Context: an optimization exercise on an open-source flow, tuned for small area. The choices shown serve that exercise and are no tape-out recipe.
Only simulation tests tie the RTL to the original design; equivalence was not proved.
Power and IR drop assume default switching activity.

==> run a: inputs <==
Design riscv_core, start of the top module:
module riscv_core (
	input  logic        clk,
	input  logic        rst,
	input  logic [31:0] instr,
	output logic [31:0] pc,
	output logic        store_valid,
	output logic [31:0] store_addr,
	output logic [31:0] store_data
);
==> module reg_ctl, before the edit <==
module reg_ctl (
	input  logic a1_n, b1_n,
	input  logic a2_n, b2_n,
	input  logic aw_n, bw_n,
	input  logic rst,
	output logic sel1,
	output logic sel2,
	output logic set,
	output logic keep
);
	g_nor2 u_sel1 (.a(a1_n), .b(b1_n), .y(sel1));
	g_nor2 u_sel2 (.a(a2_n), .b(b2_n), .y(sel2));
	g_nor2 u_set  (.a(aw_n), .b(bw_n), .y(set));
	g_nor2 u_keep (.a(set),  .b(rst),  .y(keep));
endmodule
==> module register_file, before the edit <==
module register_file (
	input  logic        clk,
	input  logic        rst,
	input  logic [4:0]  ra1,
	input  logic [4:0]  ra2,
	input  logic [4:0]  wa,
	input  logic        we,
	input  logic [31:0] wd,
	output logic [31:0] rd1,
	output logic [31:0] rd2
);
	logic [31:0][31:1] bits;  
	logic [1:0][31:1] sel1, sel2, set, keep;  
	logic [3:0]  a1_n, a2_n, aw_n;
	logic [7:0]  b1_n, b2_n, bw_n;
	always_comb begin
		for (int i = 0; i < 4; i++) begin
			a1_n[i] = ~(ra1[1:0] == i[1:0]);
			a2_n[i] = ~(ra2[1:0] == i[1:0]);
			aw_n[i] = ~((wa[1:0] == i[1:0]) & we & ~rst);
		end
		for (int i = 0; i < 8; i++) begin
			b1_n[i] = ~(ra1[4:2] == i[2:0]);
			b2_n[i] = ~(ra2[4:2] == i[2:0]);
			bw_n[i] = ~(wa[4:2] == i[2:0]);
		end
	end
	for (genvar k = 1; k < 32; k++) begin : g_ctl
		for (genvar h = 0; h < 2; h++) begin : g_h
			reg_ctl u_ctl (
				.a1_n (a1_n[k % 4]), .b1_n (b1_n[k / 4]),
				.a2_n (a2_n[k % 4]), .b2_n (b2_n[k / 4]),
				.aw_n (aw_n[k % 4]), .bw_n (bw_n[k / 4]),
				.rst  (rst),
				.sel1 (sel1[h][k]),
				.sel2 (sel2[h][k]),
				.set  (set[h][k]),
				.keep (keep[h][k])
			);
		end
	end
	for (genvar k = 1; k < 32; k++) begin : g_reg
		for (genvar b = 0; b < 32; b++) begin : g_bit
			store_bit u_bit (
				.clk  (clk),
				.set  (set[b / 16][k]),
				.keep (keep[b / 16][k]),
				.w    (wd[b]),
				.q    (bits[b][k])
			);
		end
	end
	for (genvar b = 0; b < 32; b++) begin : g_rd
		read_or #(.N(31)) u_rd1 (.d(bits[b]), .sel(sel1[b / 16]), .y(rd1[b]));
		read_or #(.N(31)) u_rd2 (.d(bits[b]), .sel(sel2[b / 16]), .y(rd2[b]));
	end
endmodule
==> module word_ctl, before the edit <==
module word_ctl (
	input  logic lr_n,
	input  logic lw_n,
	input  logic h_n,
	input  logic rst,
	output logic rsel,
	output logic set,
	output logic keep
);
	g_nor2 u_rsel (.a(lr_n), .b(h_n), .y(rsel));
	g_nor2 u_set  (.a(lw_n), .b(h_n), .y(set));
	g_nor2 u_keep (.a(set),  .b(rst), .y(keep));
endmodule
==> module data_memory, before the edit <==
module data_memory (
	input  logic        clk,
	input  logic        rst,
	input  logic        we,
	input  logic        re,
	input  logic [5:0]  idx,
	input  logic [31:0] wdata,
	output logic [31:0] rdata
);
	logic [31:0][63:0] bits;  
	logic [1:0][63:0] rsel, set, keep;  
	logic [7:0]  lr_n, lw_n, h_n;
	always_comb begin
		for (int i = 0; i < 8; i++) begin
			lr_n[i] = ~((idx[2:0] == i[2:0]) & re);
			lw_n[i] = ~((idx[2:0] == i[2:0]) & we & ~rst);
			h_n[i]  = ~(idx[5:3] == i[2:0]);
		end
	end
	for (genvar k = 0; k < 64; k++) begin : g_ctl
		for (genvar h = 0; h < 2; h++) begin : g_h
			word_ctl u_ctl (
				.lr_n (lr_n[k % 8]),
				.lw_n (lw_n[k % 8]),
				.h_n  (h_n[k / 8]),
				.rst  (rst),
				.rsel (rsel[h][k]),
				.set  (set[h][k]),
				.keep (keep[h][k])
			);
		end
	end
	for (genvar k = 0; k < 64; k++) begin : g_word
		for (genvar b = 0; b < 32; b++) begin : g_bit
			store_bit u_bit (
				.clk  (clk),
				.set  (set[b / 16][k]),
				.keep (keep[b / 16][k]),
				.w    (wdata[b]),
				.q    (bits[b][k])
			);
		end
	end
	for (genvar b = 0; b < 32; b++) begin : g_rd
		read_or #(.N(64)) u_rd (.d(bits[b]), .sel(rsel[b / 16]), .y(rdata[b]));
	end
endmodule
export LEC_CHECK = 0
export CAP_MARGIN = 20
export CORE_MARGIN = 2
export CORE_UTILIZATION = 50
export CTS_CLUSTER_DIAMETER = 60
export CTS_CLUSTER_SIZE = 25
export SLEW_MARGIN = 20
export SYNTH_HIERARCHICAL = 1
create_clock -name core_clock -period 14.0 [get_ports {clk}]
run.sh (not shown) runs the stock make flow with config.mk's settings and CLKGATE_MAP_FILE= SYNTH_SCRIPT=/design/flow/synth_recipe.tcl, a recipe that flattens the netlist after the stock synthesis.
==> inputs of run b, as changes to run a <==
==> flow/flow/run.sh (new file) <==
#!/bin/bash
# Layout flow: the standard ORFS flow (standard.sh, with its standard synthesis) with two
# changes:
#  - ports are buffered with buf_2 instead of the default delay cell,
#  - clock tree synthesis inserts no dummy loads (sinks clustered 25 per leaf, 60 um),
#  - after global routing, gates off the critical paths are downsized (RECOVER_POWER).
# The full output of the ORFS run (every tool) is written to orfs_flow.log in this folder;
# ORFS also keeps each step's own log under orfs/logs/.
set -euo pipefail
export BUFFER_PORTS_ARGS="-buffer_cell sky130_fd_sc_hd__buf_2"
export RECOVER_POWER=100
export CTS_ARGS="-sink_clustering_enable -repair_clock_nets -sink_clustering_size 25 -sink_clustering_max_diameter 60 -dont_use_dummy_load"
bash standard.sh finish > orfs_flow.log 2>&1
==> flow/standard.sh (new file) <==
#!/bin/bash
# synth_recipe.tcl (not shown) runs the flow's synth.tcl, then flattens the netlist and writes it again
# the make line also repeats each setting of config.mk as NAME=value (left out here)
make -C /OpenROAD-flow-scripts/flow DESIGN_CONFIG=/design/flow/config.mk WORK_HOME=/design/flow/orfs CLKGATE_MAP_FILE= SYNTH_SCRIPT=/design/flow/synth_recipe.tcl "${@:-finish}"
Settings changed: CTS_CLUSTER_DIAMETER 60 to not set, CTS_CLUSTER_SIZE 25 to not set.
removed: flow/run.sh
==> inputs of run c, as changes to run a <==
--- a/flow/design.v
+++ b/flow/design.v
@@ -196,19 +196,21 @@
 `timescale 1ns/1ps
 `default_nettype none
 module reg_ctl (
-	input  logic a1_n, b1_n,
-	input  logic a2_n, b2_n,
-	input  logic aw_n, bw_n,
-	input  logic rst,
-	output logic sel1,
-	output logic sel2,
-	output logic set,
-	output logic keep
-);
-	g_nor2 u_sel1 (.a(a1_n), .b(b1_n), .y(sel1));
-	g_nor2 u_sel2 (.a(a2_n), .b(b2_n), .y(sel2));
-	g_nor2 u_set  (.a(aw_n), .b(bw_n), .y(set));
-	g_nor2 u_keep (.a(set),  .b(rst),  .y(keep));
+	input  logic       a1_n, b1_n,
+	input  logic       a2_n, b2_n,
+	input  logic       aw_n, bw_n,
+	input  logic       rst,
+	output logic [1:0] sel1,
+	output logic [1:0] sel2,
+	output logic [1:0] set,
+	output logic       keep
+);
+	for (genvar q = 0; q < 2; q++) begin : g_q
+		g_nor2 u_sel1 (.a(a1_n), .b(b1_n), .y(sel1[q]));
+		g_nor2 u_sel2 (.a(a2_n), .b(b2_n), .y(sel2[q]));
+		g_nor2 u_set  (.a(aw_n), .b(bw_n), .y(set[q]));
+	end
+	g_nor2 u_keep (.a(set[0]), .b(rst), .y(keep));
 endmodule
 module register_file (
 	input  logic        clk,
@@ -222,7 +224,8 @@
 	output logic [31:0] rd2
 );
 	logic [31:0][31:1] bits;  
-	logic [1:0][31:1] sel1, sel2, set, keep;  
+	logic [3:0][31:1] sel1, sel2, set;  
+	logic [1:0][31:1] keep;             
 	logic [3:0]  a1_n, a2_n, aw_n;
 	logic [7:0]  b1_n, b2_n, bw_n;
 	always_comb begin
@@ -244,9 +247,9 @@
 				.a2_n (a2_n[k % 4]), .b2_n (b2_n[k / 4]),
 				.aw_n (aw_n[k % 4]), .bw_n (bw_n[k / 4]),
 				.rst  (rst),
-				.sel1 (sel1[h][k]),
-				.sel2 (sel2[h][k]),
-				.set  (set[h][k]),
+				.sel1 ({sel1[2*h+1][k], sel1[2*h][k]}),
+				.sel2 ({sel2[2*h+1][k], sel2[2*h][k]}),
+				.set  ({set[2*h+1][k], set[2*h][k]}),
 				.keep (keep[h][k])
 			);
 		end
@@ -255,7 +258,7 @@
 		for (genvar b = 0; b < 32; b++) begin : g_bit
 			store_bit u_bit (
 				.clk  (clk),
-				.set  (set[b / 16][k]),
+				.set  (set[b / 8][k]),
 				.keep (keep[b / 16][k]),
 				.w    (wd[b]),
 				.q    (bits[b][k])
@@ -263,8 +266,8 @@
 		end
 	end
 	for (genvar b = 0; b < 32; b++) begin : g_rd
-		read_or #(.N(31)) u_rd1 (.d(bits[b]), .sel(sel1[b / 16]), .y(rd1[b]));
-		read_or #(.N(31)) u_rd2 (.d(bits[b]), .sel(sel2[b / 16]), .y(rd2[b]));
+		read_or #(.N(31)) u_rd1 (.d(bits[b]), .sel(sel1[b / 8]), .y(rd1[b]));
+		read_or #(.N(31)) u_rd2 (.d(bits[b]), .sel(sel2[b / 8]), .y(rd2[b]));
 	end
 endmodule
 `default_nettype wire
@@ -343,17 +346,19 @@
 `timescale 1ns/1ps
 `default_nettype none
 module word_ctl (
-	input  logic lr_n,
-	input  logic lw_n,
-	input  logic h_n,
-	input  logic rst,
-	output logic rsel,
-	output logic set,
-	output logic keep
-);
-	g_nor2 u_rsel (.a(lr_n), .b(h_n), .y(rsel));
-	g_nor2 u_set  (.a(lw_n), .b(h_n), .y(set));
-	g_nor2 u_keep (.a(set),  .b(rst), .y(keep));
+	input  logic       lr_n,
+	input  logic       lw_n,
+	input  logic       h_n,
+	input  logic       rst,
+	output logic [1:0] rsel,
+	output logic [1:0] set,
+	output logic       keep
+);
+	for (genvar q = 0; q < 2; q++) begin : g_q
+		g_nor2 u_rsel (.a(lr_n), .b(h_n), .y(rsel[q]));
+		g_nor2 u_set  (.a(lw_n), .b(h_n), .y(set[q]));
+	end
+	g_nor2 u_keep (.a(set[0]), .b(rst), .y(keep));
 endmodule
 module data_memory (
 	input  logic        clk,
@@ -365,7 +370,8 @@
 	output logic [31:0] rdata
 );
 	logic [31:0][63:0] bits;  
-	logic [1:0][63:0] rsel, set, keep;  
+	logic [3:0][63:0] rsel, set;  
+	logic [1:0][63:0] keep;       
 	logic [7:0]  lr_n, lw_n, h_n;
 	always_comb begin
 		for (int i = 0; i < 8; i++) begin
@@ -381,8 +387,8 @@
 				.lw_n (lw_n[k % 8]),
 				.h_n  (h_n[k / 8]),
 				.rst  (rst),
-				.rsel (rsel[h][k]),
-				.set  (set[h][k]),
+				.rsel ({rsel[2*h+1][k], rsel[2*h][k]}),
+				.set  ({set[2*h+1][k], set[2*h][k]}),
 				.keep (keep[h][k])
 			);
 		end
@@ -391,7 +397,7 @@
 		for (genvar b = 0; b < 32; b++) begin : g_bit
 			store_bit u_bit (
 				.clk  (clk),
-				.set  (set[b / 16][k]),
+				.set  (set[b / 8][k]),
 				.keep (keep[b / 16][k]),
 				.w    (wdata[b]),
 				.q    (bits[b][k])
@@ -399,7 +405,7 @@
 		end
 	end
 	for (genvar b = 0; b < 32; b++) begin : g_rd
-		read_or #(.N(64)) u_rd (.d(bits[b]), .sel(rsel[b / 16]), .y(rdata[b]));
+		read_or #(.N(64)) u_rd (.d(bits[b]), .sel(rsel[b / 8]), .y(rdata[b]));
 	end
 endmodule
 `default_nettype wire
==> flow/flow/run.sh (new file) <==
#!/bin/bash
# Layout flow: the standard ORFS flow (standard.sh, with its standard synthesis) with two
# changes:
#  - ports are buffered with buf_1 instead of the default delay cell,
#  - clock tree synthesis inserts no dummy loads (sinks clustered 28 per leaf, 90 um).
# The full output of the ORFS run (every tool) is written to orfs_flow.log in this folder;
# ORFS also keeps each step's own log under orfs/logs/.
set -euo pipefail
export BUFFER_PORTS_ARGS="-buffer_cell sky130_fd_sc_hd__buf_1"
export CTS_ARGS="-sink_clustering_enable -repair_clock_nets -sink_clustering_size 28 -sink_clustering_max_diameter 90 -dont_use_dummy_load"
bash standard.sh finish > orfs_flow.log 2>&1
==> flow/standard.sh (new file) <==
#!/bin/bash
# synth_recipe.tcl (not shown) runs the flow's synth.tcl, then flattens the netlist and writes it again
# the make line also repeats each setting of config.mk as NAME=value (left out here)
make -C /OpenROAD-flow-scripts/flow DESIGN_CONFIG=/design/flow/config.mk WORK_HOME=/design/flow/orfs CLKGATE_MAP_FILE= SYNTH_SCRIPT=/design/flow/synth_recipe.tcl "${@:-finish}"
Settings changed: CTS_CLUSTER_DIAMETER 60 to not set, CTS_CLUSTER_SIZE 25 to not set.
removed: flow/run.sh
==> comparison table <==
| metric | run a | run b | run c |
|---|---|---|---|
| Worst Hold Endpoint | dmem0.g_word[16].g_bit[2].u_bit.q | dmem0.g_word[2].g_bit[6].u_bit.q | dmem0.g_word[31].g_bit[20].u_bit.q |
| Run status | no timing/DRC/antenna violations | complete, but fails checks | no timing/DRC/antenna violations |
| Violated checks | - | capacitance limit, slew limit | - |
| Xor and xnor fraction of the mapped netlist area | 0.769% | 0.769% | 0.758% |
| Register fraction of the total cell area | 46.8% | 48.3% | 48.8% |
| GR met2 Demand/Resource | 61.4% | 59.4% | 60.1% |
| Final HPWL from detailed placement | 334 mm | 334 mm | 338 mm |
| Total routing resource utilization after global routing | 41.5% | 41.2% | 39.3% |
| Total core area | 227000 um^2 | 227000 um^2 | 230000 um^2 |
| Area of placed instances | 124000 um^2 | 124000 um^2 | 122000 um^2 |
| Critical Path Fanout Max | 16 | 36 | 35 |
| Worst max-slew margin expressed relative to the limit | 19.6% | -230% | 15.8% |
| Most frequent cell on the critical path | sky130_fd_sc_hd__fa_1 | sky130_fd_sc_hd__clkbuf_1 | sky130_fd_sc_hd__fa_1 |
| Fraction of synthesized area in multiplexers | 0.0967% | 0.0967% | 0.0953% |
| DR iter-0 viols | 21600 | 20200 | 20100 |
| Via count of the first global-routing pass | 97200 | 96400 | 97400 |
| Routed wire length on met2 | 218 mm | 209 mm | 213 mm |
| Synth Area in Simple Gates | 6.19% | 6.19% | 7.54% |
| Bufs and invs on worst path | 4 | 10 | 6 |
| Routing usage on met1 | 55.5% | 56.2% | 51.2% |
| Kind of end point of the critical path | primary output | flip-flop | primary output |
| Multi-input logic portion of the cell area | 40.4% | 41.3% | 43.3% |
| Switching share of power | 24.5% | 22.7% | 22.9% |

---

==> inputs of v30 <==
Another version of the RTL of riscv_core (not shown whole).
clock: 14.0 ns
lec_check: 0
cap_margin: 20
core_margin: 2
core_utilization: 50
slew_margin: 20
synth_hierarchical: 1
standard.sh (not shown) runs the stock make flow with config.mk's settings and CLKGATE_MAP_FILE= SYNTH_SCRIPT=/design/flow/synth_recipe.tcl, a recipe that flattens the netlist after the stock synthesis.
==> flow/flow/run.sh <==
#!/bin/bash
# Layout flow: the standard ORFS flow (standard.sh, with its standard synthesis) with two
# changes:
#  - ports are buffered with buf_1 instead of the default delay cell,
#  - clock tree synthesis inserts no dummy loads (sinks clustered 26 per leaf, 90 um).
# The full output of the ORFS run (every tool) is written to orfs_flow.log in this folder;
# ORFS also keeps each step's own log under orfs/logs/.
set -euo pipefail
export BUFFER_PORTS_ARGS="-buffer_cell sky130_fd_sc_hd__buf_1"
export CTS_ARGS="-sink_clustering_enable -repair_clock_nets -sink_clustering_size 26 -sink_clustering_max_diameter 90 -dont_use_dummy_load"
bash standard.sh finish > orfs_flow.log 2>&1
==> inputs of v26, as changes to v30 <==
--- a/flow/design.v
+++ b/flow/design.v
@@ -193,42 +193,42 @@
 	sh_stage #(.K(1))  u_s1  (.x(t8), .s(sh[0]), .fill(fill), .y(y));
 endmodule
 `default_nettype wire
 `timescale 1ns/1ps
 `default_nettype none
 module reg_ctl (
-	input  logic a1_n, b1_n,
-	input  logic a2_n, b2_n,
-	input  logic aw_n, bw_n,
-	input  logic rst,
-	output logic sel1,
-	output logic sel2,
-	output logic set,
-	output logic keep
-);
-	g_nor2 u_sel1 (.a(a1_n), .b(b1_n), .y(sel1));
-	g_nor2 u_sel2 (.a(a2_n), .b(b2_n), .y(sel2));
-	g_nor2 u_set  (.a(aw_n), .b(bw_n), .y(set));
-	g_nor2 u_keep (.a(set),  .b(rst),  .y(keep));
+	input  logic       a1_n, b1_n,
+	input  logic       a2_n, b2_n,
+	input  logic       aw_n, bw_n,
+	input  logic       rst,
+	output logic [1:0] sel1,
+	output logic [1:0] sel2,
+	output logic [1:0] set,
+	output logic       keep
+);
+	for (genvar q = 0; q < 2; q++) begin : g_q
+		g_nor2 u_sel1 (.a(a1_n), .b(b1_n), .y(sel1[q]));
+		g_nor2 u_sel2 (.a(a2_n), .b(b2_n), .y(sel2[q]));
+		g_nor2 u_set  (.a(aw_n), .b(bw_n), .y(set[q]));
+	end
+	g_nor2 u_keep (.a(set[0]), .b(rst), .y(keep));
 endmodule
 module register_file (
 	input  logic        clk,
 	input  logic        rst,
 	input  logic [4:0]  ra1,
 	input  logic [4:0]  ra2,
 	input  logic [4:0]  wa,
 	input  logic        we,
-	input  logic [31:0] wd_lo,   
-	input  logic [31:0] wd_hi,   
+	input  logic [31:0] wd,
 	output logic [31:0] rd1,
-	output logic [31:0] rd2,
-	output logic [31:0] rd2_m0,  
-	output logic [31:0] rd2_m1
+	output logic [31:0] rd2
 );
 	logic [31:0][31:1] bits;  
-	logic [1:0][31:1] sel1, sel2, set, keep;  
+	logic [3:0][31:1] sel1, sel2, set;  
+	logic [1:0][31:1] keep;             
 	logic [3:0]  a1_n, a2_n, aw_n;
 	logic [7:0]  b1_n, b2_n, bw_n;
 	always_comb begin
 		for (int i = 0; i < 4; i++) begin
 			a1_n[i] = ~(ra1[1:0] == i[1:0]);
 			a2_n[i] = ~(ra2[1:0] == i[1:0]);
@@ -244,37 +244,33 @@
 		for (genvar h = 0; h < 2; h++) begin : g_h
 			reg_ctl u_ctl (
 				.a1_n (a1_n[k % 4]), .b1_n (b1_n[k / 4]),
 				.a2_n (a2_n[k % 4]), .b2_n (b2_n[k / 4]),
 				.aw_n (aw_n[k % 4]), .bw_n (bw_n[k / 4]),
 				.rst  (rst),
-				.sel1 (sel1[h][k]),
-				.sel2 (sel2[h][k]),
-				.set  (set[h][k]),
+				.sel1 ({sel1[2*h+1][k], sel1[2*h][k]}),
+				.sel2 ({sel2[2*h+1][k], sel2[2*h][k]}),
+				.set  ({set[2*h+1][k], set[2*h][k]}),
 				.keep (keep[h][k])
 			);
 		end
 	end
 	for (genvar k = 1; k < 32; k++) begin : g_reg
 		for (genvar b = 0; b < 32; b++) begin : g_bit
 			store_bit u_bit (
 				.clk  (clk),
-				.set  (set[b / 16][k]),
+				.set  (set[b / 8][k]),
 				.keep (keep[b / 16][k]),
-				.w    ((k < 16) ? wd_lo[b] : wd_hi[b]),
+				.w    (wd[b]),
 				.q    (bits[b][k])
 			);
 		end
 	end
 	for (genvar b = 0; b < 32; b++) begin : g_rd
-		read_or #(.N(31)) u_rd1 (.d(bits[b]), .sel(sel1[b / 16]), .y(rd1[b]));
-		read_or_dup #(.N(31), .NOUT(3)) u_rd2 (
-			.d   (bits[b]),
-			.sel (sel2[b / 16]),
-			.y   ({rd2_m1[b], rd2_m0[b], rd2[b]})
-		);
+		read_or #(.N(31)) u_rd1 (.d(bits[b]), .sel(sel1[b / 8]), .y(rd1[b]));
+		read_or #(.N(31)) u_rd2 (.d(bits[b]), .sel(sel2[b / 8]), .y(rd2[b]));
 	end
 endmodule
 `default_nettype wire
 `timescale 1ns/1ps
 `default_nettype none
 module store_bit (
@@ -343,86 +339,42 @@
 		sel1_n u_sel (.d(d[N-1]), .s(sel[N-1]), .y_n(t_n[G-1]));
 	end else if (R == 2) begin : g_r2
 		assign t_n[G-1] = ~|(d[N-1 -: 2] & sel[N-1 -: 2]);
 	end
 	or_n #(.N(G)) u_or (.a_n(t_n), .y(y));
 endmodule
-module or_lvl1 #(
-	parameter int G = 4
-) (
-	input  logic [G-1:0]         a_n,
-	output logic [(G+3)/4-1:0]   h
-);
-	for (genvar j = 0; j < (G + 3) / 4; j++) begin : g_h
-		localparam int W = (4 * j + 4 <= G) ? 4 : G - 4 * j;
-		assign h[j] = ~&a_n[4*j +: W];
-	end
-endmodule
-module g_or #(
-	parameter int M = 3
-) (
-	input  logic [M-1:0] a,
-	output logic         y
-);
-	assign y = |a;
-endmodule
-module read_or_dup #(
-	parameter int N    = 31,
-	parameter int NOUT = 2
-) (
-	input  logic [N-1:0]    d,
-	input  logic [N-1:0]    sel,
-	output logic [NOUT-1:0] y
-);
-	localparam int G3 = N / 3;
-	localparam int R  = N - 3 * G3;
-	localparam int G  = G3 + (R > 0);
-	localparam int M  = (G + 3) / 4;
-	logic [G-1:0] t_n;
-	logic [M-1:0] h;
-	for (genvar g = 0; g < G3; g++) begin : g_grp
-		sel3_n u_sel (.d(d[3*g +: 3]), .s(sel[3*g +: 3]), .y_n(t_n[g]));
-	end
-	if (R == 1) begin : g_r1
-		sel1_n u_sel (.d(d[N-1]), .s(sel[N-1]), .y_n(t_n[G-1]));
-	end else if (R == 2) begin : g_r2
-		assign t_n[G-1] = ~|(d[N-1 -: 2] & sel[N-1 -: 2]);
-	end
-	or_lvl1 #(.G(G)) u_l1 (.a_n(t_n), .h(h));
-	for (genvar o = 0; o < NOUT; o++) begin : g_out
-		g_or #(.M(M)) u_or (.a(h), .y(y[o]));
-	end
-endmodule
 `default_nettype wire
 `timescale 1ns/1ps
 `default_nettype none
 module word_ctl (
-	input  logic lr_n,
-	input  logic lw_n,
-	input  logic h_n,
-	input  logic rst,
-	output logic rsel,
-	output logic set,
-	output logic keep
-);
-	g_nor2 u_rsel (.a(lr_n), .b(h_n), .y(rsel));
-	g_nor2 u_set  (.a(lw_n), .b(h_n), .y(set));
-	g_nor2 u_keep (.a(set),  .b(rst), .y(keep));
+	input  logic       lr_n,
+	input  logic       lw_n,
+	input  logic       h_n,
+	input  logic       rst,
+	output logic [1:0] rsel,
+	output logic [1:0] set,
+	output logic       keep
+);
+	for (genvar q = 0; q < 2; q++) begin : g_q
+		g_nor2 u_rsel (.a(lr_n), .b(h_n), .y(rsel[q]));
+		g_nor2 u_set  (.a(lw_n), .b(h_n), .y(set[q]));
+	end
+	g_nor2 u_keep (.a(set[0]), .b(rst), .y(keep));
 endmodule
 module data_memory (
 	input  logic        clk,
 	input  logic        rst,
 	input  logic        we,
 	input  logic        re,
 	input  logic [5:0]  idx,
-	input  logic [31:0] wdata_lo,  
-	input  logic [31:0] wdata_hi,  
+	input  logic [31:0] wdata,
 	output logic [31:0] rdata
 );
 	logic [31:0][63:0] bits;  
-	logic [1:0][63:0] rsel, set, keep;  
+	logic [3:0][63:0] rsel, set;  
+	logic [1:0][63:0] keep;       
 	logic [7:0]  lr_n, lw_n, h_n;
 	always_comb begin
 		for (int i = 0; i < 8; i++) begin
 			lr_n[i] = ~((idx[2:0] == i[2:0]) & re);
 			lw_n[i] = ~((idx[2:0] == i[2:0]) & we & ~rst);
 			h_n[i]  = ~(idx[5:3] == i[2:0]);
@@ -432,55 +384,43 @@
 		for (genvar h = 0; h < 2; h++) begin : g_h
 			word_ctl u_ctl (
 				.lr_n (lr_n[k % 8]),
 				.lw_n (lw_n[k % 8]),
 				.h_n  (h_n[k / 8]),
 				.rst  (rst),
-				.rsel (rsel[h][k]),
-				.set  (set[h][k]),
+				.rsel ({rsel[2*h+1][k], rsel[2*h][k]}),
+				.set  ({set[2*h+1][k], set[2*h][k]}),
 				.keep (keep[h][k])
 			);
 		end
 	end
 	for (genvar k = 0; k < 64; k++) begin : g_word
 		for (genvar b = 0; b < 32; b++) begin : g_bit
 			store_bit u_bit (
 				.clk  (clk),
-				.set  (set[b / 16][k]),
+				.set  (set[b / 8][k]),
 				.keep (keep[b / 16][k]),
-				.w    ((k < 32) ? wdata_lo[b] : wdata_hi[b]),
+				.w    (wdata[b]),
 				.q    (bits[b][k])
 			);
 		end
 	end
 	for (genvar b = 0; b < 32; b++) begin : g_rd
-		read_or #(.N(64)) u_rd (.d(bits[b]), .sel(rsel[b / 16]), .y(rdata[b]));
+		read_or #(.N(64)) u_rd (.d(bits[b]), .sel(rsel[b / 8]), .y(rdata[b]));
 	end
 endmodule
 `default_nettype wire
 `timescale 1ns/1ps
 `default_nettype none
 module wd_bit (
 	input  logic sum, p, g, pc4, sr, sl, mem,
 	input  logic s_add, s_p, s_g, s_jal, s_sr, s_sl,
-	output logic y0,
-	output logic y1
-);
-	logic t1_n, t2_n;
-	sel3_n u_t1 (.d({sum, p, g}),  .s({s_add, s_p, s_g}),  .y_n(t1_n));
-	sel3_n u_t2 (.d({pc4, sr, sl}), .s({s_jal, s_sr, s_sl}), .y_n(t2_n));
-	wd_fin u_y0 (.t1_n(t1_n), .t2_n(t2_n), .m(mem), .y(y0));
-	wd_fin u_y1 (.t1_n(t1_n), .t2_n(t2_n), .m(mem), .y(y1));
-endmodule
-module wd_fin (
-	input  logic t1_n,
-	input  logic t2_n,
-	input  logic m,
 	output logic y
 );
-	assign y = ~t1_n | ~t2_n | m;
+	assign y = (sum & s_add) | (p & s_p) | (g & s_g) |
+	           (pc4 & s_jal) | (sr & s_sr) | (sl & s_sl) | mem;
 endmodule
 module pc_bit (
 	input  logic clk,
 	input  logic tk,
 	input  logic ntk,
 	input  logic t,
@@ -515,13 +455,13 @@
 	assign is_jal = (opcode == 7'b1101111);
 	assign reg_write = is_alu | is_ld | is_jal;
 	assign pc_op     = is_br | is_jal;
 	assign sub_mode  = (is_r & (f3 == 3'b000) & instr[30]) |
 	                   (is_alu & (f3[2:1] == 2'b01));
 	logic [31:1] pc_q;
-	logic [31:0] rs1, rs2, rs2_m0, rs2_m1, wd_lo, wd_hi, mem_rdata;
+	logic [31:0] rs1, rs2, wd, mem_rdata;
 	assign pc = {pc_q, 1'b0};  
 	logic [31:0] imm;
 	assign imm[31:20] = {12{instr[31]}};
 	assign imm[19:12] = is_jal ? instr[19:12] : {8{instr[31]}};
 	assign imm[11]    = is_br ? instr[7] : is_jal ? instr[20] : instr[31];
 	assign imm[10:5]  = instr[30:25];
@@ -577,38 +517,33 @@
 		end
 		wd_bit u_wd (
 			.sum (sum[b]), .p (p[b]), .g (g[b]), .pc4 (pc4[b]),
 			.sr (sh_out[b]), .sl (sh_out[31-b]), .mem (extra),
 			.s_add (s_add), .s_p (s_xor | s_or), .s_g (s_or | s_and),
 			.s_jal (is_jal), .s_sr (s_sr), .s_sl (s_sll),
-			.y0 (wd_lo[b]),
-			.y1 (wd_hi[b])
+			.y (wd[b])
 		);
 	end
 	register_file rf0 (
 		.clk (clk),
 		.rst (rst),
 		.ra1 (instr[19:15]),
 		.ra2 (instr[24:20]),
 		.wa  (instr[11:7]),
 		.we  (reg_write),
-		.wd_lo  (wd_lo),
-		.wd_hi  (wd_hi),
-		.rd1    (rs1),
-		.rd2    (rs2),
-		.rd2_m0 (rs2_m0),
-		.rd2_m1 (rs2_m1)
+		.wd  (wd),
+		.rd1 (rs1),
+		.rd2 (rs2)
 	);
 	data_memory dmem0 (
 		.clk   (clk),
 		.rst   (rst),
 		.we    (is_st),
 		.re    (is_ld),
 		.idx   (sum[7:2]),
-		.wdata_lo (rs2_m0),
-		.wdata_hi (rs2_m1),
+		.wdata (rs2),
 		.rdata (mem_rdata)
 	);
 	logic take, tk, ntk;
 	assign take = is_jal | (is_br & (rs1 == rs2));
 	assign tk   = take & ~rst;
 	assign ntk  = ~(take | rst);
==> flow/flow/run.sh (replaced) <==
#!/bin/bash
# Layout flow: the standard ORFS flow (standard.sh, with its standard synthesis) with two
# changes:
#  - ports are buffered with buf_1 instead of the default delay cell,
#  - clock tree synthesis inserts no dummy loads (sinks clustered 28 per leaf, 90 um).
# The full output of the ORFS run (every tool) is written to orfs_flow.log in this folder;
# ORFS also keeps each step's own log under orfs/logs/.
set -euo pipefail
export BUFFER_PORTS_ARGS="-buffer_cell sky130_fd_sc_hd__buf_1"
export CTS_ARGS="-sink_clustering_enable -repair_clock_nets -sink_clustering_size 28 -sink_clustering_max_diameter 90 -dont_use_dummy_load"
bash standard.sh finish > orfs_flow.log 2>&1
--- a/flow/config.mk
+++ b/flow/config.mk
@@ -5,8 +5,9 @@
 export SDC_FILE = /design/flow/constraint.sdc
 export NUM_CORES = 4
 export LEC_CHECK = 0
 export CAP_MARGIN = 20
 export CORE_MARGIN = 2
 export CORE_UTILIZATION = 50
+export PLACE_DENSITY = 0.66
 export SLEW_MARGIN = 20
 export SYNTH_HIERARCHICAL = 1
==> summary.txt <==
                                                                                 v30                                v26
Layout overhead on the synthesized area                                        11.3%                              9.21%
Clock-pin slew on the worst setup and hold paths                             0.09 ns                            0.10 ns
P_int                                                                        10.7 mW                            10.6 mW
Routed met3 length                                                          64500 µm                           59000 µm
Synth Area per Inst                                                         11.9 µm²                           11.6 µm²
Fill count                                                                     19300                              19900
Clock network share of area                                                    2.83%                              2.78%
Buffers & Inverters on Critical Path                                               4                                  5
Slowest cell on the critical path                            sky130_fd_sc_hd__nor2_2             sky130_fd_sc_hd__or3_1
Hold Path Sink                                    dmem0.g_word[63].g_bit[23].u_bit.q  dmem0.g_word[1].g_bit[10].u_bit.q
PnR worst setup slack                                                       0.136 ns                            1.34 ns
Number of well taps                                                             3009                               3026
Number of clock buffers inserted by TritonCTS                                    144                                140
Run status                                                            finished clean                     finished clean
Number of non-clock buffers                                                      708                                409
Layout cell share with drive strength beyond 1                                 10.0%                              6.10%
Count of placed standard cells including taps                                  13300                              13400

## what the ideal ports hide
The results above use ideal ports. As a check the final layouts listed here were re-extracted and re-timed, cells and wires unchanged. Step 1 assumes that a clkbuf_16 drives the clock port and a buf_2 every other input. Step 2 moves the port delays by t, midway between the first and last clock arrival at a register: inputs arrive t later, outputs are due t later. That takes back most of the time a late clock gives input paths. Three values: ideal, step 1, step 2; two values: the first two.
| run | t (ns) | setup slack, ns | latest minus earliest clock arrival (ns) |
|---|---|---|---|
| run a | 0.980 | 0.613 / 0.505 / 0.343 | 0.053 / 0.053 |
| run b | 0.922 | 0.647 / 0.679 / -0.224 | 0.124 / 0.124 |
| run c | 0.915 | 0.399 / 0.351 / 0.343 | 0.090 / 0.090 |
| v30 | 0.900 | 0.136 / 0.105 / -0.237 | 0.108 / 0.108 |
| v26 | 0.902 | 1.340 / 1.308 / 0.631 | 0.096 / 0.096 |
The setup slack of run b, which loses most, moves by +0.032 ns with the drivers and by -0.871 ns with both steps.
